This design comes from an exercise in tuning for small area and a short achievable clock period on the open sky130 flow, not from production work.
In this exercise RTL edits were held to simulation tests only and were not proved equivalent to the original.
No activity file was given, so power comes from the tool's default toggle rates.

==> constraint.sdc <==
create_clock -name core_clock -period 11.0 [get_ports {MAX10_CLK2_50}]
set_input_delay 2.2000 -clock core_clock [delete_from_list [all_inputs] [get_ports {MAX10_CLK2_50}]]
set_output_delay 2.2000 -clock core_clock [all_outputs]
set_load 0.01 [all_outputs]
==> standard.sh <==
#!/bin/bash
# synth_recipe.tcl (not shown) runs the flow's synth.tcl, then flattens the netlist and writes it again
# the make line also repeats each setting of config.mk as NAME=value (left out here)
make -C /OpenROAD-flow-scripts/flow DESIGN_CONFIG=/design/flow/config.mk WORK_HOME=/design/flow/orfs CLKGATE_MAP_FILE= SYNTH_SCRIPT=/design/flow/synth_recipe.tcl "${@:-finish}"
==> config.mk <==
export PLATFORM = sky130hd
export DESIGN_NAME = fpgaSynth
export DESIGN_NICKNAME = fpgaSynth
export VERILOG_FILES = /design/flow/design.v
export SDC_FILE = /design/flow/constraint.sdc
export NUM_CORES = 4
export LEC_CHECK = 0
export CAP_MARGIN = 20
export CORE_MARGIN = 2
export CORE_UTILIZATION = 40
export CTS_CLUSTER_DIAMETER = 100
export CTS_CLUSTER_SIZE = 28
export SLEW_MARGIN = 20
==> flow/make_args.txt <==
SETUP_SLACK_MARGIN=7.5
BUFFER_PORTS_ARGS=-buffer_cell sky130_fd_sc_hd__buf_2
==> design.v <==
`timescale 1ns/1ps
package synthPkg;
	localparam int NumVoices = 4;
	localparam int VoiceIdxW = 2;
	localparam int PhaseW = 32;
	localparam int SampleW = 16;
	localparam int AmpW = 16;
	localparam int AccW = SampleW + VoiceIdxW;
	localparam logic [1:0] WaveSaw      = 2'd0;
	localparam logic [1:0] WaveSquare   = 2'd1;
	localparam logic [1:0] WaveTriangle = 2'd2;
	localparam logic [1:0] WaveOff      = 2'd3;
endpackage
`timescale 1ns/1ps
module voiceRegs (
	input  logic                           MAX10_CLK2_50,
	input  logic                           arstN,
	input  logic                           cfgWe,
	input  logic                           cfgKind,
	input  logic [synthPkg::VoiceIdxW-1:0] cfgVoice,
	input  logic [31:0]                    cfgData,
	input  logic [synthPkg::NumVoices-1:0] rdSel,
	output logic [synthPkg::PhaseW-1:0]    rdIncr,
	output logic [1:0]                     rdWave,
	output logic [synthPkg::AmpW-1:0]      rdAmp
);
	logic [synthPkg::NumVoices-1:0][synthPkg::PhaseW-1:0] incrReg;
	logic [synthPkg::NumVoices-1:0][synthPkg::AmpW-1:0]   ampReg;
	logic [synthPkg::NumVoices-1:0][1:0]                  waveReg;
	logic [synthPkg::NumVoices-1:0] incrValid;
	always_ff @(posedge MAX10_CLK2_50) begin
		for (int v = 0; v < synthPkg::NumVoices; v++) begin
			if (cfgWe && cfgVoice == v) begin
				if (!cfgKind) begin
					incrReg[v] <= cfgData;
				end else begin
					ampReg[v] <= cfgData[15:0];
				end
			end
		end
	end
	always_ff @(posedge MAX10_CLK2_50 or negedge arstN) begin
		if (!arstN) begin
			incrValid <= '0;
			for (int v = 0; v < synthPkg::NumVoices; v++) begin
				waveReg[v] <= synthPkg::WaveOff;
			end
		end else begin
			for (int v = 0; v < synthPkg::NumVoices; v++) begin
				if (cfgWe && cfgVoice == v) begin
					if (!cfgKind) begin
						incrValid[v] <= 1'b1;
					end else begin
						waveReg[v] <= cfgData[17:16];
					end
				end
			end
		end
	end
	always_comb begin
		rdIncr = '0;
		rdWave = '0;
		rdAmp  = '0;
		for (int v = 0; v < synthPkg::NumVoices; v++) begin
			rdIncr = rdIncr | ({synthPkg::PhaseW{rdSel[v] & incrValid[v]}} & incrReg[v]);
			rdWave = rdWave | ({2{rdSel[v]}} & waveReg[v]);
			rdAmp  = rdAmp  | ({synthPkg::AmpW{rdSel[v]}} & ampReg[v]);
		end
	end
endmodule
`timescale 1ns/1ps
module voiceEngine (
	input  logic                                MAX10_CLK2_50,
	input  logic                                arstN,
	input  logic [7:0]                          tick,
	input  logic                                first,
	output logic [synthPkg::NumVoices-1:0]      rdSel,
	input  logic [synthPkg::PhaseW-1:0]         rdIncr,
	input  logic [1:0]                          rdWave,
	input  logic [synthPkg::AmpW-1:0]           rdAmp,
	output logic                                frameDone,
	output logic [synthPkg::SampleW-1:0]        mixed
);
	localparam int PW = synthPkg::PhaseW;
	localparam int SW = synthPkg::SampleW;
	localparam int AW = synthPkg::AccW;
	logic [3:0]           visit;
	logic                 start;
	logic                 frame0;
	logic [synthPkg::NumVoices-1:0][PW-1:0] phase;
	logic [PW-1:0]        curPhase;
	logic                 phase3Carry;
	logic [SW-2:0]        fold;
	logic [SW-1:0]        waveVal;
	logic [7:0]           boothNeg, boothOne, boothTwo;
	logic                 v1Valid, v1First, v1Last;
	logic                 v2Valid, v2First, v2Last;
	logic                 v3Last;
	logic [7:0]           r1Neg, r1One, r1Two;
	logic [SW-1:0]        r1Amp;
	logic [AW-1:0]        r2RowS;
	logic [AW-1:0]        r2RowC;
	logic                 r2CLow, r2GHi, r2PHi;
	logic [AW-1:0]        rowS;
	logic [AW-1:0]        rowC;
	logic [AW-1:0]        rowK;
	logic                 rowCLow, rowGHi, rowPHi;
	logic                 r2Cin;
	logic [AW-1:0]        acc;
	assign rdSel = visit;
	assign start = visit == 4'd0 && (first ? (tick <= 8'd40) : (tick == 8'd8));
	assign curPhase = frame0 ? '0 : phase[0];
	always_ff @(posedge MAX10_CLK2_50 or negedge arstN) begin
		if (!arstN) begin
			visit    <= '0;
			frame0   <= 1'b1;
			v1Valid  <= 1'b0;
			v1First  <= 1'b0;
			v1Last   <= 1'b0;
			v2Valid  <= 1'b0;
			v2First  <= 1'b0;
			v2Last   <= 1'b0;
			v3Last   <= 1'b0;
		end else begin
			visit <= {visit[2:0], start};
			if (visit[3]) begin
				frame0 <= 1'b0;
			end
			v1Valid <= |visit;
			v1First <= visit[0];
			v1Last  <= visit[3];
			v2Valid <= v1Valid;
			v2First <= v1First;
			v2Last  <= v1Last;
			v3Last  <= v2Last;
		end
	end
	assign frameDone = v3Last;
	always_ff @(posedge MAX10_CLK2_50) begin
		if (|visit) begin
			phase[0] <= phase[1];
			phase[1] <= phase[2];
			phase[2] <= {phase[3][PW-1:PW/2] + (PW/2)'(phase3Carry), phase[3][PW/2-1:0]};
			{phase3Carry, phase[3][PW/2-1:0]} <= {1'b0, curPhase[PW/2-1:0]} + {1'b0, rdIncr[PW/2-1:0]};
			phase[3][PW-1:PW/2] <= curPhase[PW-1:PW/2] + rdIncr[PW-1:PW/2];
		end
	end
	assign fold = curPhase[PW-1] ? ~curPhase[PW-2 -: SW-1] : curPhase[PW-2 -: SW-1];
	always_comb begin
		case (rdWave)
			synthPkg::WaveSaw:      waveVal = curPhase[PW-1 -: SW];
			synthPkg::WaveSquare:   waveVal = curPhase[PW-1] ? 16'h8000 : 16'h7fff;
			synthPkg::WaveTriangle: waveVal = {~fold[SW-2], fold[SW-3:0], 1'b0};
			default:                waveVal = '0;
		endcase
	end
	always_comb begin
		for (int i = 0; i < 8; i++) begin
			logic hi, mid, lo;
			hi  = waveVal[2*i+1];
			mid = waveVal[2*i];
			lo  = (i == 0) ? 1'b0 : waveVal[2*i-1];
			boothNeg[i] = hi;
			boothOne[i] = mid ^ lo;
			boothTwo[i] = (hi & ~mid & ~lo) | (~hi & mid & lo);
		end
	end
	always_ff @(posedge MAX10_CLK2_50) begin
		r1Neg  <= boothNeg;
		r1One  <= boothOne;
		r1Two  <= boothTwo;
		r1Amp  <= rdAmp;
		r2RowS <= rowS;
		r2RowC <= rowC;
		r2CLow <= rowCLow;
		r2GHi  <= rowGHi;
		r2PHi  <= rowPHi;
		if (v2Valid) begin
			acc <= (v2First ? {rowK[AW-3:0], 2'b00} : acc) + r2RowS + r2RowC + AW'(r2Cin);
		end
	end
	assign r2Cin = r2GHi | (r2PHi & r2CLow);
	mulRows mul0 (
		.neg  (r1Neg),
		.one  (r1One),
		.two  (r1Two),
		.a    (r1Amp),
		.rowS (rowS),
		.rowC (rowC),
		.rowK (rowK),
		.cLow (rowCLow),
		.gHi  (rowGHi),
		.pHi  (rowPHi)
	);
	always_comb begin
		if (acc[AW-1] && !(&acc[AW-2:SW-1])) begin
			mixed = 16'h8000;
		end else if (!acc[AW-1] && (|acc[AW-2:SW-1])) begin
			mixed = 16'h7fff;
		end else begin
			mixed = acc[SW-1:0];
		end
	end
endmodule
module mulRows (
	input  logic [7:0]  neg,
	input  logic [7:0]  one,
	input  logic [7:0]  two,
	input  logic [15:0] a,
	output logic [17:0] rowS,
	output logic [17:0] rowC,
	output logic [17:0] rowK,
	output logic        cLow,
	output logic        gHi,
	output logic        pHi
);
	logic t0, t1, t2, t3, t4, t5, t6, t7, t8, t9, t10, t11, t12, t13, t14, t15, t16, t17, t18, t19, t20, t21, t22, t23, t24, t25, t26, t27, t28, t29, t30, t31, t32, t33, t34, t35, t36, t37, t38, t39, t40, t41, t42, t43, t44, t45, t46, t47, t48, t49, t50, t51, t52, t53, t54, t55, t56, t57, t58, t59, t60, t61, t62, t63, t64, t65, t66, t67, t68, t69, t70, t71, t72, t73, t74, t75, t76, t77, t78, t79, t80, t81, t82, t83, t84, t85, t86, t87, t88, t89, t90, t91, t92, t93, t94, t95, t96, t97, t98, t99, t100, t101, t102, t103, t104, t105, t106, t107, t108, t109, t110, t111, t112, t113, t114, t115, t116, t117, t118, t119, t120, t121, t122, t123, t124, t125, t126, t127, t128, t129, t130, t131, t132, t133, t134, t135, t136, t137, t138, t139, t140, t141, t142, t143, t144, t145, t146, t147, t148, t149, t150, t151, t152, t153, t154, t155, t156, t157, t158, t159, t160, t161, t162, t163, t164, t165, t166, t167, t168, t169, t170, t171, t172, t173, t174, t175, t176, t177, t178, t179, t180, t181, t182, t183, t184, t185, t186, t187, t188, t189, t190, t191, t192, t193, t194, t195, t196, t197, t198, t199, t200, t201, t202, t203, t204, t205, t206, t207, t208, t209, t210, t211, t212, t213, t214, t215, t216, t217, t218, t219, t220, t221, t222, t223, t224, t225, t226, t227, t228, t229, t230, t231, t232, t233, t234, t235, t236, t237, t238, t239, t240, t241, t242, t243, t244, t245, t246, t247, t248, t249, t250, t251, t252, t253, t254, t255, t256, t257, t258, t259, t260, t261, t262, t263, t264, t265, t266, t267, t268, t269, t270, t271, t272, t273, t274, t275, t276, t277, t278, t279, t280, t281, t282, t283, t284, t285, t286, t287, t288, t289, t290, t291, t292, t293, t294, t295, t296, t297, t298, t299, t300, t301, t302, t303, t304, t305, t306, t307, t308, t309, t310, t311, t312, t313, t314, t315, t316, t317, t318, t319, t320, t321, t322, t323, t324, t325, t326, t327, t328, t329, t330, t331, t332, t333, t334, t335, t336, t337, t338, t339, t340, t341, t342, t343, t344, t345, t346, t347, t348, t349, t350, t351, t352, t353, t354, t355, t356, t357, t358, t359, t360, t361, t362, t363, t364, t365, t366, t367;
	logic [15:0] lowS, lowC;
	logic [12:0] lowSum;
	logic [4:0] hiSum;
	assign t0 = ((one[0] & a[0])) ^ neg[0];
	assign t1 = ((one[0] & a[1]) | (two[0] & a[0])) ^ neg[0];
	assign t2 = ((one[0] & a[2]) | (two[0] & a[1])) ^ neg[0];
	assign t3 = ((one[0] & a[3]) | (two[0] & a[2])) ^ neg[0];
	assign t4 = ((one[0] & a[4]) | (two[0] & a[3])) ^ neg[0];
	assign t5 = ((one[0] & a[5]) | (two[0] & a[4])) ^ neg[0];
	assign t6 = ((one[0] & a[6]) | (two[0] & a[5])) ^ neg[0];
	assign t7 = ((one[0] & a[7]) | (two[0] & a[6])) ^ neg[0];
	assign t8 = ((one[0] & a[8]) | (two[0] & a[7])) ^ neg[0];
	assign t9 = ((one[0] & a[9]) | (two[0] & a[8])) ^ neg[0];
	assign t10 = ((one[0] & a[10]) | (two[0] & a[9])) ^ neg[0];
	assign t11 = ((one[0] & a[11]) | (two[0] & a[10])) ^ neg[0];
	assign t12 = ((one[0] & a[12]) | (two[0] & a[11])) ^ neg[0];
	assign t13 = ((one[0] & a[13]) | (two[0] & a[12])) ^ neg[0];
	assign t14 = ((one[0] & a[14]) | (two[0] & a[13])) ^ neg[0];
	assign t15 = ((one[0] & a[15]) | (two[0] & a[14])) ^ neg[0];
	assign t16 = ((two[0] & a[15])) ^ neg[0];
	assign t17 = ~neg[0];
	assign t18 = ((one[1] & a[0])) ^ neg[1];
	assign t19 = ((one[1] & a[1]) | (two[1] & a[0])) ^ neg[1];
	assign t20 = ((one[1] & a[2]) | (two[1] & a[1])) ^ neg[1];
	assign t21 = ((one[1] & a[3]) | (two[1] & a[2])) ^ neg[1];
	assign t22 = ((one[1] & a[4]) | (two[1] & a[3])) ^ neg[1];
	assign t23 = ((one[1] & a[5]) | (two[1] & a[4])) ^ neg[1];
	assign t24 = ((one[1] & a[6]) | (two[1] & a[5])) ^ neg[1];
	assign t25 = ((one[1] & a[7]) | (two[1] & a[6])) ^ neg[1];
	assign t26 = ((one[1] & a[8]) | (two[1] & a[7])) ^ neg[1];
	assign t27 = ((one[1] & a[9]) | (two[1] & a[8])) ^ neg[1];
	assign t28 = ((one[1] & a[10]) | (two[1] & a[9])) ^ neg[1];
	assign t29 = ((one[1] & a[11]) | (two[1] & a[10])) ^ neg[1];
	assign t30 = ((one[1] & a[12]) | (two[1] & a[11])) ^ neg[1];
	assign t31 = ((one[1] & a[13]) | (two[1] & a[12])) ^ neg[1];
	assign t32 = ((one[1] & a[14]) | (two[1] & a[13])) ^ neg[1];
	assign t33 = ((one[1] & a[15]) | (two[1] & a[14])) ^ neg[1];
	assign t34 = ((two[1] & a[15])) ^ neg[1];
	assign t35 = ~neg[1];
	assign t36 = ((one[2] & a[0])) ^ neg[2];
	assign t37 = ((one[2] & a[1]) | (two[2] & a[0])) ^ neg[2];
	assign t38 = ((one[2] & a[2]) | (two[2] & a[1])) ^ neg[2];
	assign t39 = ((one[2] & a[3]) | (two[2] & a[2])) ^ neg[2];
	assign t40 = ((one[2] & a[4]) | (two[2] & a[3])) ^ neg[2];
	assign t41 = ((one[2] & a[5]) | (two[2] & a[4])) ^ neg[2];
	assign t42 = ((one[2] & a[6]) | (two[2] & a[5])) ^ neg[2];
	assign t43 = ((one[2] & a[7]) | (two[2] & a[6])) ^ neg[2];
	assign t44 = ((one[2] & a[8]) | (two[2] & a[7])) ^ neg[2];
	assign t45 = ((one[2] & a[9]) | (two[2] & a[8])) ^ neg[2];
	assign t46 = ((one[2] & a[10]) | (two[2] & a[9])) ^ neg[2];
	assign t47 = ((one[2] & a[11]) | (two[2] & a[10])) ^ neg[2];
	assign t48 = ((one[2] & a[12]) | (two[2] & a[11])) ^ neg[2];
	assign t49 = ((one[2] & a[13]) | (two[2] & a[12])) ^ neg[2];
	assign t50 = ((one[2] & a[14]) | (two[2] & a[13])) ^ neg[2];
	assign t51 = ((one[2] & a[15]) | (two[2] & a[14])) ^ neg[2];
	assign t52 = ((two[2] & a[15])) ^ neg[2];
	assign t53 = ~neg[2];
	assign t54 = ((one[3] & a[0])) ^ neg[3];
	assign t55 = ((one[3] & a[1]) | (two[3] & a[0])) ^ neg[3];
	assign t56 = ((one[3] & a[2]) | (two[3] & a[1])) ^ neg[3];
	assign t57 = ((one[3] & a[3]) | (two[3] & a[2])) ^ neg[3];
	assign t58 = ((one[3] & a[4]) | (two[3] & a[3])) ^ neg[3];
	assign t59 = ((one[3] & a[5]) | (two[3] & a[4])) ^ neg[3];
	assign t60 = ((one[3] & a[6]) | (two[3] & a[5])) ^ neg[3];
	assign t61 = ((one[3] & a[7]) | (two[3] & a[6])) ^ neg[3];
	assign t62 = ((one[3] & a[8]) | (two[3] & a[7])) ^ neg[3];
	assign t63 = ((one[3] & a[9]) | (two[3] & a[8])) ^ neg[3];
	assign t64 = ((one[3] & a[10]) | (two[3] & a[9])) ^ neg[3];
	assign t65 = ((one[3] & a[11]) | (two[3] & a[10])) ^ neg[3];
	assign t66 = ((one[3] & a[12]) | (two[3] & a[11])) ^ neg[3];
	assign t67 = ((one[3] & a[13]) | (two[3] & a[12])) ^ neg[3];
	assign t68 = ((one[3] & a[14]) | (two[3] & a[13])) ^ neg[3];
	assign t69 = ((one[3] & a[15]) | (two[3] & a[14])) ^ neg[3];
	assign t70 = ((two[3] & a[15])) ^ neg[3];
	assign t71 = ~neg[3];
	assign t72 = ((one[4] & a[0])) ^ neg[4];
	assign t73 = ((one[4] & a[1]) | (two[4] & a[0])) ^ neg[4];
	assign t74 = ((one[4] & a[2]) | (two[4] & a[1])) ^ neg[4];
	assign t75 = ((one[4] & a[3]) | (two[4] & a[2])) ^ neg[4];
	assign t76 = ((one[4] & a[4]) | (two[4] & a[3])) ^ neg[4];
	assign t77 = ((one[4] & a[5]) | (two[4] & a[4])) ^ neg[4];
	assign t78 = ((one[4] & a[6]) | (two[4] & a[5])) ^ neg[4];
	assign t79 = ((one[4] & a[7]) | (two[4] & a[6])) ^ neg[4];
	assign t80 = ((one[4] & a[8]) | (two[4] & a[7])) ^ neg[4];
	assign t81 = ((one[4] & a[9]) | (two[4] & a[8])) ^ neg[4];
	assign t82 = ((one[4] & a[10]) | (two[4] & a[9])) ^ neg[4];
	assign t83 = ((one[4] & a[11]) | (two[4] & a[10])) ^ neg[4];
	assign t84 = ((one[4] & a[12]) | (two[4] & a[11])) ^ neg[4];
	assign t85 = ((one[4] & a[13]) | (two[4] & a[12])) ^ neg[4];
	assign t86 = ((one[4] & a[14]) | (two[4] & a[13])) ^ neg[4];
	assign t87 = ((one[4] & a[15]) | (two[4] & a[14])) ^ neg[4];
	assign t88 = ((two[4] & a[15])) ^ neg[4];
	assign t89 = ~neg[4];
	assign t90 = ((one[5] & a[0])) ^ neg[5];
	assign t91 = ((one[5] & a[1]) | (two[5] & a[0])) ^ neg[5];
	assign t92 = ((one[5] & a[2]) | (two[5] & a[1])) ^ neg[5];
	assign t93 = ((one[5] & a[3]) | (two[5] & a[2])) ^ neg[5];
	assign t94 = ((one[5] & a[4]) | (two[5] & a[3])) ^ neg[5];
	assign t95 = ((one[5] & a[5]) | (two[5] & a[4])) ^ neg[5];
	assign t96 = ((one[5] & a[6]) | (two[5] & a[5])) ^ neg[5];
	assign t97 = ((one[5] & a[7]) | (two[5] & a[6])) ^ neg[5];
	assign t98 = ((one[5] & a[8]) | (two[5] & a[7])) ^ neg[5];
	assign t99 = ((one[5] & a[9]) | (two[5] & a[8])) ^ neg[5];
	assign t100 = ((one[5] & a[10]) | (two[5] & a[9])) ^ neg[5];
	assign t101 = ((one[5] & a[11]) | (two[5] & a[10])) ^ neg[5];
	assign t102 = ((one[5] & a[12]) | (two[5] & a[11])) ^ neg[5];
	assign t103 = ((one[5] & a[13]) | (two[5] & a[12])) ^ neg[5];
	assign t104 = ((one[5] & a[14]) | (two[5] & a[13])) ^ neg[5];
	assign t105 = ((one[5] & a[15]) | (two[5] & a[14])) ^ neg[5];
	assign t106 = ((two[5] & a[15])) ^ neg[5];
	assign t107 = ~neg[5];
	assign t108 = ((one[6] & a[0])) ^ neg[6];
	assign t109 = ((one[6] & a[1]) | (two[6] & a[0])) ^ neg[6];
	assign t110 = ((one[6] & a[2]) | (two[6] & a[1])) ^ neg[6];
	assign t111 = ((one[6] & a[3]) | (two[6] & a[2])) ^ neg[6];
	assign t112 = ((one[6] & a[4]) | (two[6] & a[3])) ^ neg[6];
	assign t113 = ((one[6] & a[5]) | (two[6] & a[4])) ^ neg[6];
	assign t114 = ((one[6] & a[6]) | (two[6] & a[5])) ^ neg[6];
	assign t115 = ((one[6] & a[7]) | (two[6] & a[6])) ^ neg[6];
	assign t116 = ((one[6] & a[8]) | (two[6] & a[7])) ^ neg[6];
	assign t117 = ((one[6] & a[9]) | (two[6] & a[8])) ^ neg[6];
	assign t118 = ((one[6] & a[10]) | (two[6] & a[9])) ^ neg[6];
	assign t119 = ((one[6] & a[11]) | (two[6] & a[10])) ^ neg[6];
	assign t120 = ((one[6] & a[12]) | (two[6] & a[11])) ^ neg[6];
	assign t121 = ((one[6] & a[13]) | (two[6] & a[12])) ^ neg[6];
	assign t122 = ((one[6] & a[14]) | (two[6] & a[13])) ^ neg[6];
	assign t123 = ((one[6] & a[15]) | (two[6] & a[14])) ^ neg[6];
	assign t124 = ((two[6] & a[15])) ^ neg[6];
	assign t125 = ~neg[6];
	assign t126 = ((one[7] & a[0])) ^ neg[7];
	assign t127 = ((one[7] & a[1]) | (two[7] & a[0])) ^ neg[7];
	assign t128 = ((one[7] & a[2]) | (two[7] & a[1])) ^ neg[7];
	assign t129 = ((one[7] & a[3]) | (two[7] & a[2])) ^ neg[7];
	assign t130 = ((one[7] & a[4]) | (two[7] & a[3])) ^ neg[7];
	assign t131 = ((one[7] & a[5]) | (two[7] & a[4])) ^ neg[7];
	assign t132 = ((one[7] & a[6]) | (two[7] & a[5])) ^ neg[7];
	assign t133 = ((one[7] & a[7]) | (two[7] & a[6])) ^ neg[7];
	assign t134 = ((one[7] & a[8]) | (two[7] & a[7])) ^ neg[7];
	assign t135 = ((one[7] & a[9]) | (two[7] & a[8])) ^ neg[7];
	assign t136 = ((one[7] & a[10]) | (two[7] & a[9])) ^ neg[7];
	assign t137 = ((one[7] & a[11]) | (two[7] & a[10])) ^ neg[7];
	assign t138 = ((one[7] & a[12]) | (two[7] & a[11])) ^ neg[7];
	assign t139 = ((one[7] & a[13]) | (two[7] & a[12])) ^ neg[7];
	assign t140 = ((one[7] & a[14]) | (two[7] & a[13])) ^ neg[7];
	assign t141 = ((one[7] & a[15]) | (two[7] & a[14])) ^ neg[7];
	assign t142 = ((two[7] & a[15])) ^ neg[7];
	assign t143 = ~neg[7];
	assign t144 = neg[5] ^ t10;
	assign t145 = neg[5] & t10;
	assign t146 = t11 ^ t27;
	assign t147 = t11 & t27;
	assign t148 = neg[6] ^ t108 ^ t12;
	assign t149 = (neg[6] & t108) | (neg[6] & t12) | (t108 & t12);
	assign t150 = t28 ^ t44;
	assign t151 = t28 & t44;
	assign t152 = t109 ^ t13 ^ t29;
	assign t153 = (t109 & t13) | (t109 & t29) | (t13 & t29);
	assign t154 = t45 ^ t61;
	assign t155 = t45 & t61;
	assign t156 = neg[7] ^ t110 ^ t126;
	assign t157 = (neg[7] & t110) | (neg[7] & t126) | (t110 & t126);
	assign t158 = t14 ^ t30 ^ t46;
	assign t159 = (t14 & t30) | (t14 & t46) | (t30 & t46);
	assign t160 = t62 ^ t78;
	assign t161 = t62 & t78;
	assign t162 = t111 ^ t127 ^ t15;
	assign t163 = (t111 & t127) | (t111 & t15) | (t127 & t15);
	assign t164 = t31 ^ t47 ^ t63;
	assign t165 = (t31 & t47) | (t31 & t63) | (t47 & t63);
	assign t166 = t79 ^ t95;
	assign t167 = t79 & t95;
	assign t168 = t112 ^ t128 ^ t16;
	assign t169 = (t112 & t128) | (t112 & t16) | (t128 & t16);
	assign t170 = t32 ^ t48 ^ t64;
	assign t171 = (t32 & t48) | (t32 & t64) | (t48 & t64);
	assign t172 = t80 ^ t96;
	assign t173 = t80 & t96;
	assign t174 = t17 ^ t113 ^ t129;
	assign t175 = (t17 & t113) | (t17 & t129) | (t113 & t129);
	assign t176 = t33 ^ t49 ^ t65;
	assign t177 = (t33 & t49) | (t33 & t65) | (t49 & t65);
	assign t178 = t81 ^ t97;
	assign t179 = t81 & t97;
	assign t180 = t114 ^ t130 ^ t34;
	assign t181 = (t114 & t130) | (t114 & t34) | (t130 & t34);
	assign t182 = t50 ^ t66 ^ t82;
	assign t183 = (t50 & t66) | (t50 & t82) | (t66 & t82);
	assign t184 = t35 ^ t115 ^ t131;
	assign t185 = (t35 & t115) | (t35 & t131) | (t115 & t131);
	assign t186 = t51 ^ t67;
	assign t187 = t51 & t67;
	assign t188 = t100 ^ t116 ^ t132;
	assign t189 = (t100 & t116) | (t100 & t132) | (t116 & t132);
	assign t190 = t53 ^ t101;
	assign t191 = t53 & t101;
	assign t192 = neg[3] ^ t22;
	assign t193 = neg[3] & t22;
	assign t194 = t23 ^ t39;
	assign t195 = t23 & t39;
	assign t196 = neg[4] ^ t24 ^ t40;
	assign t197 = (neg[4] & t24) | (neg[4] & t40) | (t24 & t40);
	assign t198 = t56 ^ t72;
	assign t199 = t56 & t72;
	assign t200 = t25 ^ t41 ^ t57;
	assign t201 = (t25 & t41) | (t25 & t57) | (t41 & t57);
	assign t202 = t73 ^ t9;
	assign t203 = t73 & t9;
	assign t204 = t26 ^ t42 ^ t58;
	assign t205 = (t26 & t42) | (t26 & t58) | (t42 & t58);
	assign t206 = t74 ^ t90 ^ t144;
	assign t207 = (t74 & t90) | (t74 & t144) | (t90 & t144);
	assign t208 = t43 ^ t59 ^ t75;
	assign t209 = (t43 & t59) | (t43 & t75) | (t59 & t75);
	assign t210 = t91 ^ t146 ^ t145;
	assign t211 = (t91 & t146) | (t91 & t145) | (t146 & t145);
	assign t212 = t60 ^ t76 ^ t92;
	assign t213 = (t60 & t76) | (t60 & t92) | (t76 & t92);
	assign t214 = t150 ^ t147 ^ t148;
	assign t215 = (t150 & t147) | (t150 & t148) | (t147 & t148);
	assign t216 = t77 ^ t93 ^ t154;
	assign t217 = (t77 & t93) | (t77 & t154) | (t93 & t154);
	assign t218 = t149 ^ t151 ^ t152;
	assign t219 = (t149 & t151) | (t149 & t152) | (t151 & t152);
	assign t220 = t94 ^ t160 ^ t153;
	assign t221 = (t94 & t160) | (t94 & t153) | (t160 & t153);
	assign t222 = t155 ^ t156 ^ t158;
	assign t223 = (t155 & t156) | (t155 & t158) | (t156 & t158);
	assign t224 = t166 ^ t157 ^ t159;
	assign t225 = (t166 & t157) | (t166 & t159) | (t157 & t159);
	assign t226 = t161 ^ t162 ^ t164;
	assign t227 = (t161 & t162) | (t161 & t164) | (t162 & t164);
	assign t228 = t172 ^ t163 ^ t165;
	assign t229 = (t172 & t163) | (t172 & t165) | (t163 & t165);
	assign t230 = t167 ^ t168 ^ t170;
	assign t231 = (t167 & t168) | (t167 & t170) | (t168 & t170);
	assign t232 = t178 ^ t169 ^ t171;
	assign t233 = (t178 & t169) | (t178 & t171) | (t169 & t171);
	assign t234 = t173 ^ t174 ^ t176;
	assign t235 = (t173 & t174) | (t173 & t176) | (t174 & t176);
	assign t236 = t98 ^ t175 ^ t177;
	assign t237 = (t98 & t175) | (t98 & t177) | (t175 & t177);
	assign t238 = t179 ^ t180 ^ t182;
	assign t239 = (t179 & t180) | (t179 & t182) | (t180 & t182);
	assign t240 = t83 ^ t99 ^ t186;
	assign t241 = (t83 & t99) | (t83 & t186) | (t99 & t186);
	assign t242 = t181 ^ t183 ^ t184;
	assign t243 = (t181 & t183) | (t181 & t184) | (t183 & t184);
	assign t244 = t52 ^ t68 ^ t84;
	assign t245 = (t52 & t68) | (t52 & t84) | (t68 & t84);
	assign t246 = t185 ^ t187 ^ t188;
	assign t247 = (t185 & t187) | (t185 & t188) | (t187 & t188);
	assign t248 = t117 ^ t133 ^ t69;
	assign t249 = (t117 & t133) | (t117 & t69) | (t133 & t69);
	assign t250 = t85 ^ t190 ^ t189;
	assign t251 = (t85 & t190) | (t85 & t189) | (t190 & t189);
	assign t252 = t102 ^ t118 ^ t134;
	assign t253 = (t102 & t118) | (t102 & t134) | (t118 & t134);
	assign t254 = t70 ^ t86 ^ t191;
	assign t255 = (t70 & t86) | (t70 & t191) | (t86 & t191);
	assign t256 = t71 ^ t103 ^ t119;
	assign t257 = (t71 & t103) | (t71 & t119) | (t103 & t119);
	assign t258 = t135 ^ t87;
	assign t259 = t135 & t87;
	assign t260 = t104 ^ t120 ^ t136;
	assign t261 = (t104 & t120) | (t104 & t136) | (t120 & t136);
	assign t262 = t89 ^ t105;
	assign t263 = t89 & t105;
	assign t264 = neg[2] ^ t20;
	assign t265 = neg[2] & t20;
	assign t266 = t21 ^ t37;
	assign t267 = t21 & t37;
	assign t268 = t38 ^ t54 ^ t6;
	assign t269 = (t38 & t54) | (t38 & t6) | (t54 & t6);
	assign t270 = t55 ^ t7 ^ t194;
	assign t271 = (t55 & t7) | (t55 & t194) | (t7 & t194);
	assign t272 = t8 ^ t198 ^ t195;
	assign t273 = (t8 & t198) | (t8 & t195) | (t198 & t195);
	assign t274 = t202 ^ t197 ^ t199;
	assign t275 = (t202 & t197) | (t202 & t199) | (t197 & t199);
	assign t276 = t201 ^ t203 ^ t204;
	assign t277 = (t201 & t203) | (t201 & t204) | (t203 & t204);
	assign t278 = t205 ^ t208 ^ t207;
	assign t279 = (t205 & t208) | (t205 & t207) | (t208 & t207);
	assign t280 = t209 ^ t212 ^ t211;
	assign t281 = (t209 & t212) | (t209 & t211) | (t212 & t211);
	assign t282 = t213 ^ t216 ^ t215;
	assign t283 = (t213 & t216) | (t213 & t215) | (t216 & t215);
	assign t284 = t217 ^ t219 ^ t220;
	assign t285 = (t217 & t219) | (t217 & t220) | (t219 & t220);
	assign t286 = t221 ^ t223 ^ t224;
	assign t287 = (t221 & t223) | (t221 & t224) | (t223 & t224);
	assign t288 = t225 ^ t227 ^ t228;
	assign t289 = (t225 & t227) | (t225 & t228) | (t227 & t228);
	assign t290 = t229 ^ t231 ^ t232;
	assign t291 = (t229 & t231) | (t229 & t232) | (t231 & t232);
	assign t292 = t233 ^ t235 ^ t236;
	assign t293 = (t233 & t235) | (t233 & t236) | (t235 & t236);
	assign t294 = t240 ^ t237 ^ t239;
	assign t295 = (t240 & t237) | (t240 & t239) | (t237 & t239);
	assign t296 = t244 ^ t241 ^ t243;
	assign t297 = (t244 & t241) | (t244 & t243) | (t241 & t243);
	assign t298 = t245 ^ t248 ^ t247;
	assign t299 = (t245 & t248) | (t245 & t247) | (t248 & t247);
	assign t300 = t249 ^ t252 ^ t251;
	assign t301 = (t249 & t252) | (t249 & t251) | (t252 & t251);
	assign t302 = t258 ^ t253 ^ t256;
	assign t303 = (t258 & t253) | (t258 & t256) | (t253 & t256);
	assign t304 = t88 ^ t257 ^ t259;
	assign t305 = (t88 & t257) | (t88 & t259) | (t257 & t259);
	assign t306 = t121 ^ t137 ^ t262;
	assign t307 = (t121 & t137) | (t121 & t262) | (t137 & t262);
	assign t308 = t106 ^ t122 ^ t138;
	assign t309 = (t106 & t122) | (t106 & t138) | (t122 & t138);
	assign t310 = t107 ^ t123;
	assign t311 = t107 & t123;
	assign t312 = neg[1] ^ t18;
	assign t313 = neg[1] & t18;
	assign t314 = t19 ^ t3;
	assign t315 = t19 & t3;
	assign t316 = t36 ^ t4 ^ t264;
	assign t317 = (t36 & t4) | (t36 & t264) | (t4 & t264);
	assign t318 = t5 ^ t266 ^ t265;
	assign t319 = (t5 & t266) | (t5 & t265) | (t266 & t265);
	assign t320 = t192 ^ t267 ^ t268;
	assign t321 = (t192 & t267) | (t192 & t268) | (t267 & t268);
	assign t322 = t193 ^ t269 ^ t270;
	assign t323 = (t193 & t269) | (t193 & t270) | (t269 & t270);
	assign t324 = t196 ^ t271 ^ t272;
	assign t325 = (t196 & t271) | (t196 & t272) | (t271 & t272);
	assign t326 = t200 ^ t273 ^ t274;
	assign t327 = (t200 & t273) | (t200 & t274) | (t273 & t274);
	assign t328 = t206 ^ t275 ^ t276;
	assign t329 = (t206 & t275) | (t206 & t276) | (t275 & t276);
	assign t330 = t277 ^ t210 ^ t278;
	assign t331 = (t277 & t210) | (t277 & t278) | (t210 & t278);
	assign t332 = t214 ^ t279 ^ t280;
	assign t333 = (t214 & t279) | (t214 & t280) | (t279 & t280);
	assign t334 = t218 ^ t281 ^ t282;
	assign t335 = (t218 & t281) | (t218 & t282) | (t281 & t282);
	assign t336 = t222 ^ t283 ^ t284;
	assign t337 = (t222 & t283) | (t222 & t284) | (t283 & t284);
	assign t338 = t226 ^ t285 ^ t286;
	assign t339 = (t226 & t285) | (t226 & t286) | (t285 & t286);
	assign t340 = t230 ^ t287 ^ t288;
	assign t341 = (t230 & t287) | (t230 & t288) | (t287 & t288);
	assign t342 = t234 ^ t289 ^ t290;
	assign t343 = (t234 & t289) | (t234 & t290) | (t289 & t290);
	assign t344 = t238 ^ t291 ^ t292;
	assign t345 = (t238 & t291) | (t238 & t292) | (t291 & t292);
	assign t346 = t242 ^ t293 ^ t294;
	assign t347 = (t242 & t293) | (t242 & t294) | (t293 & t294);
	assign t348 = t246 ^ t295 ^ t296;
	assign t349 = (t246 & t295) | (t246 & t296) | (t295 & t296);
	assign t350 = t250 ^ t297 ^ t298;
	assign t351 = (t250 & t297) | (t250 & t298) | (t297 & t298);
	assign t352 = t254 ^ t299 ^ t300;
	assign t353 = (t254 & t299) | (t254 & t300) | (t299 & t300);
	assign t354 = t255 ^ t302 ^ t301;
	assign t355 = (t255 & t302) | (t255 & t301) | (t302 & t301);
	assign t356 = t260 ^ t303 ^ t304;
	assign t357 = (t260 & t303) | (t260 & t304) | (t303 & t304);
	assign t358 = t261 ^ t306 ^ t305;
	assign t359 = (t261 & t306) | (t261 & t305) | (t306 & t305);
	assign t360 = t263 ^ t308 ^ t307;
	assign t361 = (t263 & t308) | (t263 & t307) | (t308 & t307);
	assign t362 = t139 ^ t310 ^ t309;
	assign t363 = (t139 & t310) | (t139 & t309) | (t310 & t309);
	assign t364 = t124 ^ t140 ^ t311;
	assign t365 = (t124 & t140) | (t124 & t311) | (t140 & t311);
	assign t366 = t125 ^ t141;
	assign t367 = t125 & t141;
	assign lowS = {t337, t335, t333, t331, t329, t327, t325, t323, t321, t319, t317, t315, t313, t312, t1, neg[0]};
	assign lowC = {t338, t336, t334, t332, t330, t328, t326, t324, t322, t320, t318, t316, t314, t2, 1'b0, t0};
	assign rowS = {1'b0, 1'b0, t143, t367, t365, t363, t361, t359, t357, t355, t353, t351, t349, t347, t345, t343, t341, t339};
	assign rowK = 18'h35556;
	assign rowC = {1'b0, 1'b0, 1'b0, t142, t366, t364, t362, t360, t358, t356, t354, t352, t350, t348, t346, t344, t342, t340};
	assign lowSum = {1'b0, lowS[11:0]} + {1'b0, lowC[11:0]};
	assign cLow = lowSum[12];
	assign hiSum = {1'b0, lowS[15:12]} + {1'b0, lowC[15:12]};
	assign gHi = hiSum[4];
	assign pHi = &(lowS[15:12] ^ lowC[15:12]);
endmodule
`timescale 1ns/1ps
module sampleFifo (
	input  logic                         MAX10_CLK2_50,
	input  logic [7:0]                   tick,
	input  logic                         first,
	input  logic                         frameDone,
	input  logic [synthPkg::SampleW-1:0] newSample,
	output logic [synthPkg::SampleW-1:0] curWord
);
	localparam int Depth = 8;
	logic [Depth-1:0][synthPkg::SampleW-1:0] word;
	logic loadHead;
	logic shift;
	assign loadHead = first ? (tick == 8'd7) : (tick == 8'd0);
	assign shift = first ? (frameDone && tick > 8'd7 && tick < 8'd47) : (tick == 8'd0);
	always_ff @(posedge MAX10_CLK2_50) begin
		if (loadHead) begin
			word[0] <= first ? newSample : word[1];
		end
		if (shift) begin
			for (int i = 1; i < Depth - 1; i++) begin
				word[i] <= word[i + 1];
			end
			word[Depth - 1] <= newSample;
		end
	end
	assign curWord = word[0];
endmodule
`timescale 1ns/1ps
module i2sTransmitter (
	input  logic                         MAX10_CLK2_50,
	input  logic                         arstN,
	output logic [7:0]                   tick,
	output logic                         first,
	input  logic [synthPkg::SampleW-1:0] curWord,
	input  logic                         newMsb,
	output logic                         i2sSclk,
	output logic                         i2sLrclk,
	output logic                         i2sData
);
	logic fall;
	logic [3:0] bitSel;
	assign i2sSclk = tick[2];
	assign fall = tick[2:0] == 3'd7;
	assign bitSel = ~tick[6:3];
	always_ff @(posedge MAX10_CLK2_50 or negedge arstN) begin
		if (!arstN) begin
			tick     <= '0;
			first    <= 1'b1;
			i2sLrclk <= 1'b0;
			i2sData  <= 1'b0;
		end else begin
			tick <= tick + 1'b1;
			if (tick == 8'd255) begin
				first <= 1'b0;
			end
			if (tick == 8'd135) begin
				i2sLrclk <= 1'b1;
			end else if (tick == 8'd7) begin
				i2sLrclk <= 1'b0;
			end
			if (fall) begin
				i2sData <= (first && tick == 8'd7) ? newMsb : curWord[bitSel];
			end
		end
	end
endmodule
`timescale 1ns/1ps
module fpgaSynth #(
	parameter int FifoDepth = 8,
	parameter int SclkDiv   = 4
) (
	input  logic        MAX10_CLK2_50,
	input  logic        arstN,
	input  logic        cfgWe,
	input  logic        cfgKind,
	input  logic [1:0]  cfgVoice,
	input  logic [31:0] cfgData,
	output logic        i2sSclk,
	output logic        i2sLrclk,
	output logic        i2sData
);
	logic [7:0]                     tick;
	logic                           first;
	logic [synthPkg::NumVoices-1:0] rdSel;
	logic [synthPkg::PhaseW-1:0]    rdIncr;
	logic [1:0]                     rdWave;
	logic [synthPkg::AmpW-1:0]      rdAmp;
	logic                           frameDone;
	logic [synthPkg::SampleW-1:0]   mixed;
	logic [synthPkg::SampleW-1:0]   curWord;
	voiceRegs regs0 (
		.MAX10_CLK2_50 (MAX10_CLK2_50),
		.arstN         (arstN),
		.cfgWe         (cfgWe),
		.cfgKind       (cfgKind),
		.cfgVoice      (cfgVoice),
		.cfgData       (cfgData),
		.rdSel         (rdSel),
		.rdIncr        (rdIncr),
		.rdWave        (rdWave),
		.rdAmp         (rdAmp)
	);
	voiceEngine engine0 (
		.MAX10_CLK2_50 (MAX10_CLK2_50),
		.arstN         (arstN),
		.tick          (tick),
		.first         (first),
		.rdSel         (rdSel),
		.rdIncr        (rdIncr),
		.rdWave        (rdWave),
		.rdAmp         (rdAmp),
		.frameDone     (frameDone),
		.mixed         (mixed)
	);
	sampleFifo fifo0 (
		.MAX10_CLK2_50 (MAX10_CLK2_50),
		.tick          (tick),
		.first         (first),
		.frameDone     (frameDone),
		.newSample     (mixed),
		.curWord       (curWord)
	);
	i2sTransmitter i2sTx0 (
		.MAX10_CLK2_50 (MAX10_CLK2_50),
		.arstN         (arstN),
		.tick          (tick),
		.first         (first),
		.curWord       (curWord),
		.newMsb        (mixed[synthPkg::SampleW-1]),
		.i2sSclk       (i2sSclk),
		.i2sLrclk      (i2sLrclk),
		.i2sData       (i2sData)
	);
endmodule
==> flow/run.sh <==
#!/bin/bash
set -euo pipefail
mapfile -t ARGS < flow/make_args.txt
bash standard.sh "${ARGS[@]}" finish > run_standard.log 2>&1
==> results of run 1 <==
## sequential cells by signal, indices dropped and copies added (netlist names), 4 cells and up
signal           count
engine0.r2RowC      15
engine0.r1Two        8
engine0.phase      128
engine0.r1One        8
regs0.incrValid      4
regs0.ampReg        64
engine0.acc         18
regs0.incrReg      128
fifo0.word         128
i2sTx0.tick          8
engine0.visit        4
regs0.waveReg        8
engine0.r1Amp       16
engine0.r1Neg        8
engine0.r2RowS      16
## through the flow
stage	std cells	hold WS (ns)	cell area [µm²]	utilization, %
detailed placement	2901	0.336	28600	41.7
floorplan	2095	0.331	27700	-
CTS	2954	0.364	29600	43.2
global placement	2901	0.333	28600	41.7
global route	2994	0.369	30100	44.0
finish	2994	0.362	30100	44.0
## area by class of cell
cell class	instances	area, µm²
clock buffers	41	728
clock inverters	7	105
fillers	6210	38300
inverters	155	589
multi-input cells	1236	10400
flip-flops and latches	574	16500
well taps	882	1100
repair buffers	99	688
## critical path: cells and delay by family, from the launching register on
family                   cells  cell delay, ns
adder cells (fa/ha/maj)      5            2.22
flip-flops                   1            0.48
AO/OA/AOI/OAI                2            0.24
AND/OR/NAND/NOR              2            0.18
buffers and inverters        1            0.06
XOR/XNOR                     1            0.17
## power by group through the flow
stage | clock, mW | combinational [mW] | sequential, mW
2_1_floorplan | 0 | 0.0134 | 2.42
5_1_grt | 1.28 | 0.0457 | 2.37
6_report | 1.16 | 0.0415 | 2.36
3_3_place_gp | 0 | 0.0401 | 2.42
3_5_place_dp | 0 | 0.0421 | 2.42
4_1_cts | 1.20 | 0.0422 | 2.37
## worst max-delay path by stage
| stage | startpoint | end | slack, ns | depth (start not counted) |
|---|---|---|---|---|
| 5_1_grt | engine0.r1Amp[13] | engine0.r2GHi | 7.41 | 11 |
| 6_report | engine0.r1Amp[12] | engine0.r2GHi | 7.50 | 11 |
| 3_3_place_gp | engine0.visit[1] | engine0.phase[111] | 7.02 | 11 |
| 3_5_place_dp | engine0.visit[1] | engine0.phase[111] | 6.95 | 11 |
| 4_1_cts | engine0.r1Amp[10] | engine0.r2GHi | 7.50 | 11 |
| 2_1_floorplan | cfgVoice[0] | regs0.incrReg[0] | 7.39 | 2 |
## cell families (layout without fill, tap and decap cells)
family | after synthesis | in the layout | share of synthesized area, %
muxes | 28 | 28 | 1.33
adders and majority gates | 195 | 195 | 11.7
and+or+nand+nor | 382 | 383 | 6.52
xor gates and xnor gates | 210 | 210 | 6.66
DFF | 574 | 574 | 59.2
buffers and inverters | 286 | 302 | 3.99
AOI/OAI and AO/OA | 420 | 420 | 10.6
## cell usage after synthesis, drive strengths merged (5+ instances only)
library cell and count:
inv 155, o21a 12, a21oi 78, nor3 12, nor2 104, mux2 19, or3 10, nand2 124
xnor2 166, nor2b 47, edfxtp 467, a22oi 215, o21ai 38, fa 106, nand4 14, mux4 5
clkbuf 116, a21o 25, xor2 44, nand3 22, or2 12, a211oi 11, dfstp 10, and3 7
buf 15, dfxtp 74, ha 89, nand2b 13, and2 8, a21boi 5, dfrtp 23
## routing by layer
metal | GRT usage (%) | wire length, µm | vias up
li1 | - | - | 7435
met1 | 22.3 | 26000 | 7951
met2 | 25.2 | 26300 | 349
met3 | 2.04 | 2780 | 63
met4 | 3.20 | 976 | 0
met5 | 0 | 0 | -
## timing repair
action                                  CTS  global route
gates cloned                              0             1
pin swaps                                 1            22
buffers inserted                          5            38
gates resized for setup                  72            51
endpoints found under the setup margin   22            19
==> out/qor.yml, run 1 <==
status:
  status: "no timing/DRC/antenna violations"
routing:
  drt_iter0_markers: 1163
  drtPass1Iterations: 5
  avgViaCountPerCell: 5.28
  totalWireLength_mm: 56.1
  drc: 0
  antenna_left: 0
  wl_per_cell_um: 18.7
  route.vias.total: 15800
synthesis:
  synth.distinct_cells: 65
  yosysWarnings: 4
  ys_seq_elements: 574
  postSynthCellCount: 2095
  synth_edf_count: 467
  synth_seq_area_share_pct: 59.2
  synth_top_area_share_pct: 50.8
  syn_area_mm2: 0.0276
  yosys_most_used_dff: "edfxtp_1"
  postSynth.asyncResetShare_pct: 5.75
  yosys.area.top_type: "edfxtp_1"
  syn_area_per_cell_um2: 13.2
  yosys-top-cells-area: "edfxtp_1 (51%), fa_1 (7.7%), a22oi_1 (5.8%)"
  synth_fp_nets: 2328
min_path:
  min_from: "engine0.v2Last"
  hold_depth: 0
  hold_end: "engine0.v3Last"
  hold_class: "reg -> reg"
place:
  dp_hpwl_mm: 38.6
  io_buffers: 40
  place.gp.congestion: 0.886
  dpl_worst_slack_ns: 6.95
setup_path:
  crit_chain: "a22oi_2, xor2_2, fa_1, fa_1, inv_1, fa_1, fa_1, ha_4, nor2b_1, o21ai_1, nand2b_1"
  cpMostUsedCell: "fa_1"
  r2r_start: "engine0.r1Amp[12]"
  required_ns: 11.47
  critPathSlowestCell: "fa_1"
  r2r_setup_slack_ns: 7.50
  crit_type: "reg -> reg"
  crit_fanout: 15
  reg2reg_depth: 11
  worst_r2r_endpoint: "engine0.r2GHi"
  max_stage_delay_ns: 0.57
  crit_path_end_kind: "register"
  cp_data_arrival_time_ns: 3.97
  crit_path_start_kind: "register"
clocking:
  htree_levels: 1
  cts_tree: "built"
  cts-root-buf: "clkbuf_16"
  hold_buffers: 0
  insertion_delay_ns: 0.63
  clockBufferDepth: 3
  cts_sinks: 574
  cts.clk_slew.worst_paths_ns: 0.10
  cts_buffers: 26
pwr:
  comb_power_share_pct: 1.2
  total_power_mw: 3.56
  p_leak_nw: 10.9
  swShare_pct: 20.1
  p_sw_mw: 0.716
  power_density_mw_per_mm2: 118
  irDropWorstVdd_mv: 0.131
  seqPwrFrac_pct: 66.4
  clockPowerShare_pct: 32.4
  internal-power_mw: 2.84
floorplanning:
  die_h_um: 267
  fp-row-count: 96
  fp.coreArea_mm2: 0.0685
  dieArea_mm2: 0.0711
  ios: 41
  start_util_pct: 40.3
  die_x_um: 267
global_route:
  grt_pass1_vias: 15200
  grt_pass1_wl_mm: 86.8
  antenna_found_initial: 0
  grtUsageTotal_pct: 15.5
  grt_overflow: 0
  grt_start_max_net_pins: 67
finish:
  layout_common_cells: "edfxtp_1 (467), a22oi_1 (202), xnor2_1 (164), inv_1 (150), nand2_1 (123)"
  layout.nets: 2325
  final_common_cell: "edfxtp_1"
  area_growth_pct: 9.14
  drive_gt1_share_pct: 12.8
  n_antenna_cell: 0
timing:
  hold_viol_final: 0
  finalSetupViolations: 0
  fin_crit_sh_pct: 31.8
  fin_skew_ns: 0.0639
  fmax_ghz: 0.286
  worst_slew_pin_slew_ns: 1.08
  setup_tns_ns: 0
  slew_viol_final: 0
  slew_headroom_pct: 27.9
  final.setup.worst_slack_ns: 7.50
  fin_crit_ns: 3.50
  rsz0062_at_grt: "true"
run:
  drv_cap: 0
==> run 2: changes to the inputs <==
==> flow/make_args.txt (replaced) <==
SETUP_SLACK_MARGIN=7.7
BUFFER_PORTS_ARGS=-buffer_cell sky130_fd_sc_hd__buf_2
--- a/config.mk
+++ b/config.mk
@@ -11,3 +11,4 @@
 export CTS_CLUSTER_DIAMETER = 100
 export CTS_CLUSTER_SIZE = 28
+export PLACE_DENSITY = 0.7
 export SLEW_MARGIN = 20
==> run 2 against run 1 <==
  * Global-route usage is 0.73 points lower
  * Register-to-register slack better by 0.20 ns
  * Routed wire length is 2.1% lower
  * Final cell count is 0.47% higher
  * Combinational power is 1% lower
  * Die area stayed put
  * Design area is 0.73% higher
  * Still clean on timing, DRC and antenna
  * Critical path type is now reg -> out
  * Largest power group unchanged
  * Synthesized area stayed put
  * Setup slack better by 0.15 ns
  * Core utilization is 0.32 points higher
  * Critical path depth is 10 lower
==> out/qor.yml, run 2 <==
status:
  status: "no timing/DRC/antenna violations"
synthesis:
  yosys.area.top_type: "edfxtp_1"
  synth_edf_count: 467  # unchanged
  yosys_most_used_dff: "edfxtp_1"
  ys_seq_elements: 574  # unchanged
  syn_area_mm2: 0.0276  # unchanged
  postSynth.asyncResetShare_pct: 5.75  # unchanged
  yosys-top-cells-area: "edfxtp_1 (51%), fa_1 (7.7%), a22oi_1 (5.8%)"
  synth.distinct_cells: 65  # unchanged
  postSynthCellCount: 2095  # unchanged
  synth_common_cells: "edfxtp_1 (467), a22oi_1 (213), xnor2_1 (166), inv_1 (152), nand2_1 (124)"
  synth_fp_nets: 2328  # unchanged
  syn_area_per_cell_um2: 13.2  # unchanged
  synth_most_common_cell: "edfxtp_1"
  synth_seq_area_share_pct: 59.2  # unchanged
  synth_top_area_share_pct: 50.8  # unchanged
  yosysWarnings: 4  # unchanged
global_route:
  grtUsageMet1_pct: 20.6  # -1.7 points
  grtUsageTotal_pct: 14.7  # -0.73 points
  antenna_found_initial: 0  # unchanged
  grt_pass1_wl_mm: 83.6  # -3.7%
  grt.met3_usage_pct: 1.73  # -0.30 points
  grt_pass1_vias: 15600  # +2.2%
  grt_use_met2_pct: 24.1  # -1.0 points
  grt_start_max_net_pins: 69  # +3.0%
  grt-busiest-layer: "met2"
  grt_overflow: 0  # unchanged
floorplanning:
  die_h_um: 267  # unchanged
  ios: 41  # unchanged
  start_util_pct: 40.3  # unchanged
  dieArea_mm2: 0.0711  # unchanged
  fp.coreArea_mm2: 0.0685  # unchanged
  die_x_um: 267  # unchanged
  fp-row-count: 96  # unchanged
routing:
  avgViaCountPerCell: 5.32  # +0.88%
  drc: 0  # unchanged
  route.vias.total: 16000  # +1.4%
  wl_per_cell_um: 18.3  # -2.5%
  totalWireLength_mm: 54.9  # -2.1%
  drtPass1Iterations: 6  # +1
  drt_iter0_markers: 1512  # +30%
  antenna_left: 0  # unchanged
timing:
  setup_tns_ns: 0  # unchanged
  hold_viol_final: 0  # unchanged
  slew_viol_final: 0  # unchanged
  final.setup.worst_slack_ns: 7.65  # +0.149 ns
  fmax_ghz: 0.298  # +4.4%
  holdWs_ns: 0.356  # -0.00621 ns
  slew_headroom_pct: 32.3  # +4.4 points
  finalSetupViolations: 0  # unchanged
  fin_crit_sh_pct: 30.5  # -1.4 points
  rsz0062_at_grt: "true"
  fin_skew_ns: 0.0236  # -0.0403 ns
  fin_crit_ns: 3.35  # -0.149 ns
  worst_slew_pin_slew_ns: 1.01  # -0.0662 ns
place:
  dpl_worst_slack_ns: 7.10  # +0.149 ns
  io_buffers: 40  # unchanged
  dp_hpwl_mm: 36.8  # -4.7%
  place.gp.congestion: 0.858  # -3.2%
finish:
  area_growth_pct: 9.94
  drive_gt1_share_pct: 14.0  # +1.2 points
  layout.nets: 2340  # +0.65%
  layout_common_cells: "edfxtp_1 (467), a22oi_1 (198), xnor2_1 (163), inv_1 (147), nand2_1 (123)"
  top_regs: "engine0.phase x128, fifo0.word x128, regs0.incrReg x128"
  n_antenna_cell: 0  # unchanged
  final_common_cell: "edfxtp_1"
  fin_util_pct: 44.3  # +0.32 points
pwr:
  p_leak_nw: 10.9  # +0.42%
  internal-power_mw: 2.81  # -1.2%
  comb_power_share_pct: 1.2  # about the same
  irDropWorstVdd_mv: 0.120  # -8.4%
  seqPwrFrac_pct: 67.4  # +1.0 points
  power_density_mw_per_mm2: 116  # -2.3%
  clockPowerShare_pct: 31.4  # -1.0 points
  swShare_pct: 19.8  # -0.32 points
  p_sw_mw: 0.694  # -3.1%
setup_path:
  critPathSlowestCell: "dfrtp_2"
  crit_path_start_kind: "register"
  r2r_setup_slack_ns: 7.70  # +0.20 ns
  crit_path_end_kind: "output pin"
  crit_chain: "buf_6"
  cp_data_arrival_time_ns: 1.15  # -2.82 ns
  required_ns: 8.80  # -2.67 ns
  reg2reg_depth: 11  # unchanged
  path_buf_inv: 1  # unchanged
  crit_type: "reg -> out"
  crit_fanout: 2  # -13
  worst_r2r_endpoint: "engine0.r2GHi"
  crit_family: "flip-flops"
  max_stage_delay_ns: 0.42  # -0.15 ns
  r2r_start: "engine0.r1Amp[11]"
clocking:
  cts-root-buf: "clkbuf_16"
  cts_tree: "built"
  cts.clk_slew.worst_paths_ns: 0.10  # about the same
  hold_buffers: 0  # unchanged
  htree_levels: 1  # unchanged
  clockBufferDepth: 3  # unchanged
  insertion_delay_ns: 0.61  # -0.02 ns
  cts_buffers: 25  # -3.8%
  cts_sinks: 574  # unchanged
min_path:
  hold_end: "engine0.v2Valid"
  hold_depth: 0  # unchanged
  min_from: "engine0.v1Valid"
  hold_class: "reg -> reg"
run:
  drv_cap: 0  # unchanged
run 2: changes by cell type in the layout (fill, tap and decap cells not counted), moves of 4 or more:
| cell | delta |
|---|---|
| fa_2 | +6 |
| a22oi_1 | -4 |
| o21ai_0 | -4 |
| fa_1 | -6 |
| a22oi_2 | +4 |
| buf_4 | +6 |
run 2: routing by layer:
layer | vias up | part of all wire [%]
met5 | - | 0
met4 | 0 | 3.2
met3 | 94 | 5.1
met2 | 481 | 48
met1 | 7970 | 44
li1 | 7467 | -
run 2: worst max path at each step:
| stage | start | end | slack [ns] | cells after the start |
|---|---|---|---|---|
| after floorplan | cfgVoice[0] | regs0.incrReg[0] | 7.39 | 2 |
| after global placement | cfgVoice[0] | regs0.waveReg[1] | 7.14 | 4 |
| after detailed placement | cfgVoice[0] | regs0.waveReg[0] | 7.10 | 4 |
| after CTS | engine0.r1Amp[11] | engine0.r2GHi | 7.62 | 11 |
| after global routing | engine0.r1Amp[12] | engine0.r2GHi | 7.60 | 15 |
| final | i2sTx0.tick[2] | i2sSclk | 7.65 | 1 |
run 2: area by class of cell:
| cell class | instances | area (µm²) |
|---|---|---|
| Sequential cell | 574 | 16500 |
| Multi-Input combinational cell | 1236 | 10500 |
| Clock buffer | 42 | 689 |
| Clock inverter | 4 | 75.1 |
| Fill cell | 6028 | 38100 |
| Tap cell | 882 | 1100 |
| Inverter | 155 | 597 |
| Timing Repair Buffer | 115 | 895 |
run 2: repair_timing:
| item | 4_1_cts | 5_1_grt |
|---|---|---|
| gates resized for setup | 82 | 54 |
| cloned | 1 | 3 |
| buffers inserted | 13 | 46 |
| pin swaps | 6 | 25 |
| endpoints found under the setup margin | 36 | 31 |
run 2: stage by stage:
step / power (mW) / std cells / instance area, µm²
after floorplan: 2.43 / 2095 / 28000
after global placement: 2.46 / 2899 / 28600
after detailed placement: 2.46 / 2899 / 28600
after CTS: 3.53 / 2959 / 29700
after global routing: 3.61 / 3008 / 30300
final: 3.50 / 3008 / 30300
run 2: cell families after synthesis:
kind of cell | after synthesis | share of synthesized area (%)
xor+xnor | 210 | 6.66
mux | 28 | 1.33
flops | 574 | 59.2
fa+ha+maj | 195 | 11.7
simple gates | 382 | 6.52
compound gates | 420 | 10.6
buf+inv | 286 | 3.99
run 2: power groups by stage:
stage | clock, mW | sequential, mW | combinational (mW)
4_1_cts | 1.13 | 2.37 | 0.0415
6_report | 1.10 | 2.36 | 0.0409
2_1_floorplan | 0 | 2.42 | 0.0140
3_3_place_gp | 0 | 2.42 | 0.0394
3_5_place_dp | 0 | 2.42 | 0.0415
5_1_grt | 1.20 | 2.37 | 0.0454
==> run 3: changes to the inputs <==
--- a/config.mk
+++ b/config.mk
@@ -9,5 +9,5 @@
 export CORE_MARGIN = 2
 export CORE_UTILIZATION = 40
-export CTS_CLUSTER_DIAMETER = 100
+export CTS_CLUSTER_DIAMETER = 200
 export CTS_CLUSTER_SIZE = 28
 export PLACE_DENSITY = 0.7
==> run 3 against run 2 <==
  * Setup slack better by 0.023 ns
  * Clock power shrank 4%
  * Synthesized area is the same
  * Core utilization is 0.23 points lower
  * Maximum frequency grew 0.69%
  * Die area is the same
  * Via count down 0.34%
  * Flip-flop and latch count unchanged
  * Highest routed layer unchanged
  * Sequential power about the same
  * Still clean on timing, DRC and antenna
  * Non-clock buffer count shrank 6
  * First-iteration DRC count shrank 7.7%
  * Sequential share of layout area rose by 0.28 points
==> out/qor.yml, run 3 <==
floorplanning:
  fp-row-count: 96  # unchanged
  dieArea_mm2: 0.0711  # unchanged
  fp.coreArea_mm2: 0.0685  # unchanged
  ios: 41  # unchanged
  start_util_pct: 40.3  # unchanged
  die_h_um: 267  # unchanged
  die_x_um: 267  # unchanged
synthesis:
  synth_common_cells: "edfxtp_1 (467), a22oi_1 (213), xnor2_1 (166), inv_1 (152), nand2_1 (124)"
  yosys-top-cells-area: "edfxtp_1 (51%), fa_1 (7.7%), a22oi_1 (5.8%)"
  syn_area_per_cell_um2: 13.2  # unchanged
  synth_edf_count: 467  # unchanged
  synth_top_area_share_pct: 50.8  # unchanged
  synth_seq_area_share_pct: 59.2  # unchanged
  synth_fp_nets: 2328  # unchanged
  ys_seq_elements: 574  # unchanged
  synth_most_common_cell: "edfxtp_1"
  postSynthCellCount: 2095  # unchanged
  yosys.area.top_type: "edfxtp_1"
  postSynth.asyncResetShare_pct: 5.75  # unchanged
  yosysWarnings: 4  # unchanged
  synth.distinct_cells: 65  # unchanged
  syn_area_mm2: 0.0276  # unchanged
  yosys_most_used_dff: "edfxtp_1"
run:
  drv_cap: 0  # unchanged
setup_path:
  cp_data_arrival_time_ns: 1.13  # -0.02 ns
  cp-endpoint: "i2sSclk"
  worst_r2r_endpoint: "engine0.r2GHi"
  r2r_setup_slack_ns: 7.69  # about the same
  cp.depth: 1  # unchanged
  r2r_start: "engine0.r1One[6]"
  crit_start: "i2sTx0.tick[2]"
  crit_path_start_kind: "register"
  crit_fanout: 2  # unchanged
  critPathSlowestCell: "dfrtp_2"
  crit_type: "reg -> out"
  crit_path_end_kind: "output pin"
  reg2reg_depth: 11  # unchanged
  crit_family: "flip-flops"
  crit_chain: "buf_6"
  max_stage_delay_ns: 0.42  # about the same
  required_ns: 8.80  # about the same
  path_buf_inv: 1  # unchanged
pwr:
  total_power_mw: 3.46  # -1.3%
  p_sw_mw: 0.671  # -3.3%
  p_leak_nw: 10.8  # -0.65%
  seqPwrFrac_pct: 68.3  # +0.9 points
  internal-power_mw: 2.79  # -0.79%
  irDropWorstVdd_mv: 0.129  # +7.5%
  comb_power_share_pct: 1.2  # about the same
  clockPowerShare_pct: 30.5  # -0.9 points
  swShare_pct: 19.4  # -0.40 points
  power_density_mw_per_mm2: 115  # -0.76%
routing:
  route.vias.total: 16000  # -0.34%
  drt_iter0_markers: 1396  # -7.7%
  drtPass1Iterations: 6  # unchanged
  antenna_left: 0  # unchanged
  avgViaCountPerCell: 5.32  # about the same
  wl_per_cell_um: 18.0  # -1.1%
  totalWireLength_mm: 54.1  # -1.4%
  drc: 0  # unchanged
timing:
  slew_headroom_pct: 31.9  # -0.43 points
  fin_crit_ns: 3.33  # -0.0230 ns
  rsz0062_at_grt: "true"
  fin_crit_sh_pct: 30.2  # -0.21 points
  hold_viol_final: 0  # unchanged
  slew_viol_final: 0  # unchanged
  fin_skew_ns: 0.0407  # +0.0171 ns
  fmax_ghz: 0.301  # +0.69%
  worst_slew_pin_slew_ns: 1.02  # +0.00644 ns
  setup_tns_ns: 0  # unchanged
  finalSetupViolations: 0  # unchanged
finish:
  drive_gt1_share_pct: 13.3  # -0.70 points
  layout_common_cells: "edfxtp_1 (467), a22oi_1 (200), xnor2_1 (164), inv_1 (147), nand2_1 (123)"
  final_area_mm2: 0.0302  # -0.52%
  layout.nets: 2333  # -0.30%
  n_antenna_cell: 0  # unchanged
  fin_cells: 3000  # -0.27%
  final_common_cell: "edfxtp_1"
  top_regs: "engine0.phase x128, fifo0.word x128, regs0.incrReg x128"
  area_growth_pct: 9.37
global_route:
  grt_pass1_wl_mm: 83.1  # -0.61%
  grtUsageTotal_pct: 14.7  # -0.090 points
  grt_start_max_net_pins: 69  # unchanged
  antenna_found_initial: 1  # +1
  grt_pass1_vias: 15500  # -0.31%
  grt_overflow: 0  # unchanged
clocking:
  hold_buffers: 0  # unchanged
  cts-root-buf: "clkbuf_16"
  htree_levels: 1  # unchanged
  clockBufferDepth: 3  # unchanged
  insertion_delay_ns: 0.62  # about the same
  cts_buffers: 24  # -4.0%
  cts_tree: "built"
  cts.clk_slew.worst_paths_ns: 0.10  # about the same
  cts_sinks: 574  # unchanged
status:
  status: "no timing/DRC/antenna violations"
place:
  io_buffers: 40  # unchanged
  placed_area_mm2: 0.0286  # unchanged
  dp.cells: 2899  # unchanged
  dp_hpwl_mm: 36.8  # unchanged
  place.gp.congestion: 0.858  # unchanged
min_path:
  hold_class: "reg -> reg"
  min_from: "engine0.v1Valid"
run 3: layout make-up:
class                   instances  area (µm²)
well taps                     882        1100
repair buffers                109         836
clock buffers                  41         664
clock inverters                 3        47.5
flip-flops and latches        574       16500
multi-input cells            1236       10400
inverters                     155         597
fillers                      6047       38300
run 3: through the flow:
step	hold WS, ns	setup slack (ns)	utilization (%)
floorplan	0.331	7.39	-
global placement	0.332	7.14	41.8
detailed placement	0.336	7.10	41.8
CTS	0.359	7.61	43.3
global route	0.368	7.58	44.1
finish	0.357	7.67	44.1
run 3: logic make-up (layout without fill, tap and decap cells):
kind of cell | Yosys count | in the layout | share of synthesized area, %
adder cells (fa/ha/maj) | 195 | 195 | 11.7
buffers and inverters | 286 | 308 | 3.99
flip-flops | 574 | 574 | 59.2
AO/OA/AOI/OAI | 420 | 420 | 10.6
multiplexers | 28 | 28 | 1.33
XOR/XNOR | 210 | 210 | 6.66
AND/OR/NAND/NOR | 382 | 383 | 6.52
run 3: worst min-delay path by stage:
stage          slack [ns]         endpoint  cells after the start
6_report             0.36  engine0.v2Valid                      0
5_1_grt              0.37  engine0.v2Valid                      0
4_1_cts              0.36  engine0.v2Valid                      0
3_5_place_dp         0.34  engine0.v2Valid                      0
3_3_place_gp         0.33  engine0.v2Valid                      0
2_1_floorplan        0.33   engine0.v2Last                      0
run 3: routing by layer:
metal | wire length, µm | global-route usage (%) | vias up
met5 | 0 | 0 | -
met4 | 1670 | 4.87 | 0
met3 | 2940 | 1.82 | 97
met2 | 25900 | 24.0 | 484
met1 | 23600 | 20.3 | 7928
li1 | - | - | 7448
run 3: timing repair:
action	4_1_cts	5_1_grt
cloned	1	2
pin swaps	7	21
endpoints found under the setup margin	39	27
resized for setup	84	41
setup buffers	11	43
run 3: power by group through the flow:
stage                     Sequential [mW]  Combinational [mW]  Clock, mW
after floorplan                      2.42              0.0140          0
after global placement               2.42              0.0394          0
after detailed placement             2.42              0.0415          0
after CTS                            2.36              0.0416       1.09
after global routing                 2.37              0.0453       1.16
final                                2.36              0.0410       1.06

[afterwards: timing with drivers on the ports]
In the flow no input, the clock included, has a driving cell. The finished layouts below were timed again as built, in two steps. Step 1 sets driving cells, clkbuf_16 on the clock port and buf_2 on the other inputs (assumed; they add their load-dependent delay and slew). Step 2, shift: input delay + t, output delay - t, t = (earliest + latest rising clock arrival at the registers) / 2. This alone moves slack from input paths to output paths. Three values: ideal, step 1, step 2; two values: the first two.
| run | t (ns) | setup slack, ns | worst setup path at the end | worst slew at a driven data input, ns | cell pins on the clock port's net |
|---|---|---|---|---|---|
| run 1 | 0.661 | 7.501 / 7.501 / 7.162 | input to register | 0.04 | 1 |
| run 2 | 0.667 | 7.650 / 7.585 / 7.267 | input to register | 0.04 | 1 |
| run 3 | 0.651 | 7.673 / 7.615 / 7.273 | input to register | 0.04 | 1 |
After both steps setup and hold are still met in every run listed. For run 3, which loses most, drivers alone change the setup slack by -0.058 ns; drivers and shift together by -0.400 ns.
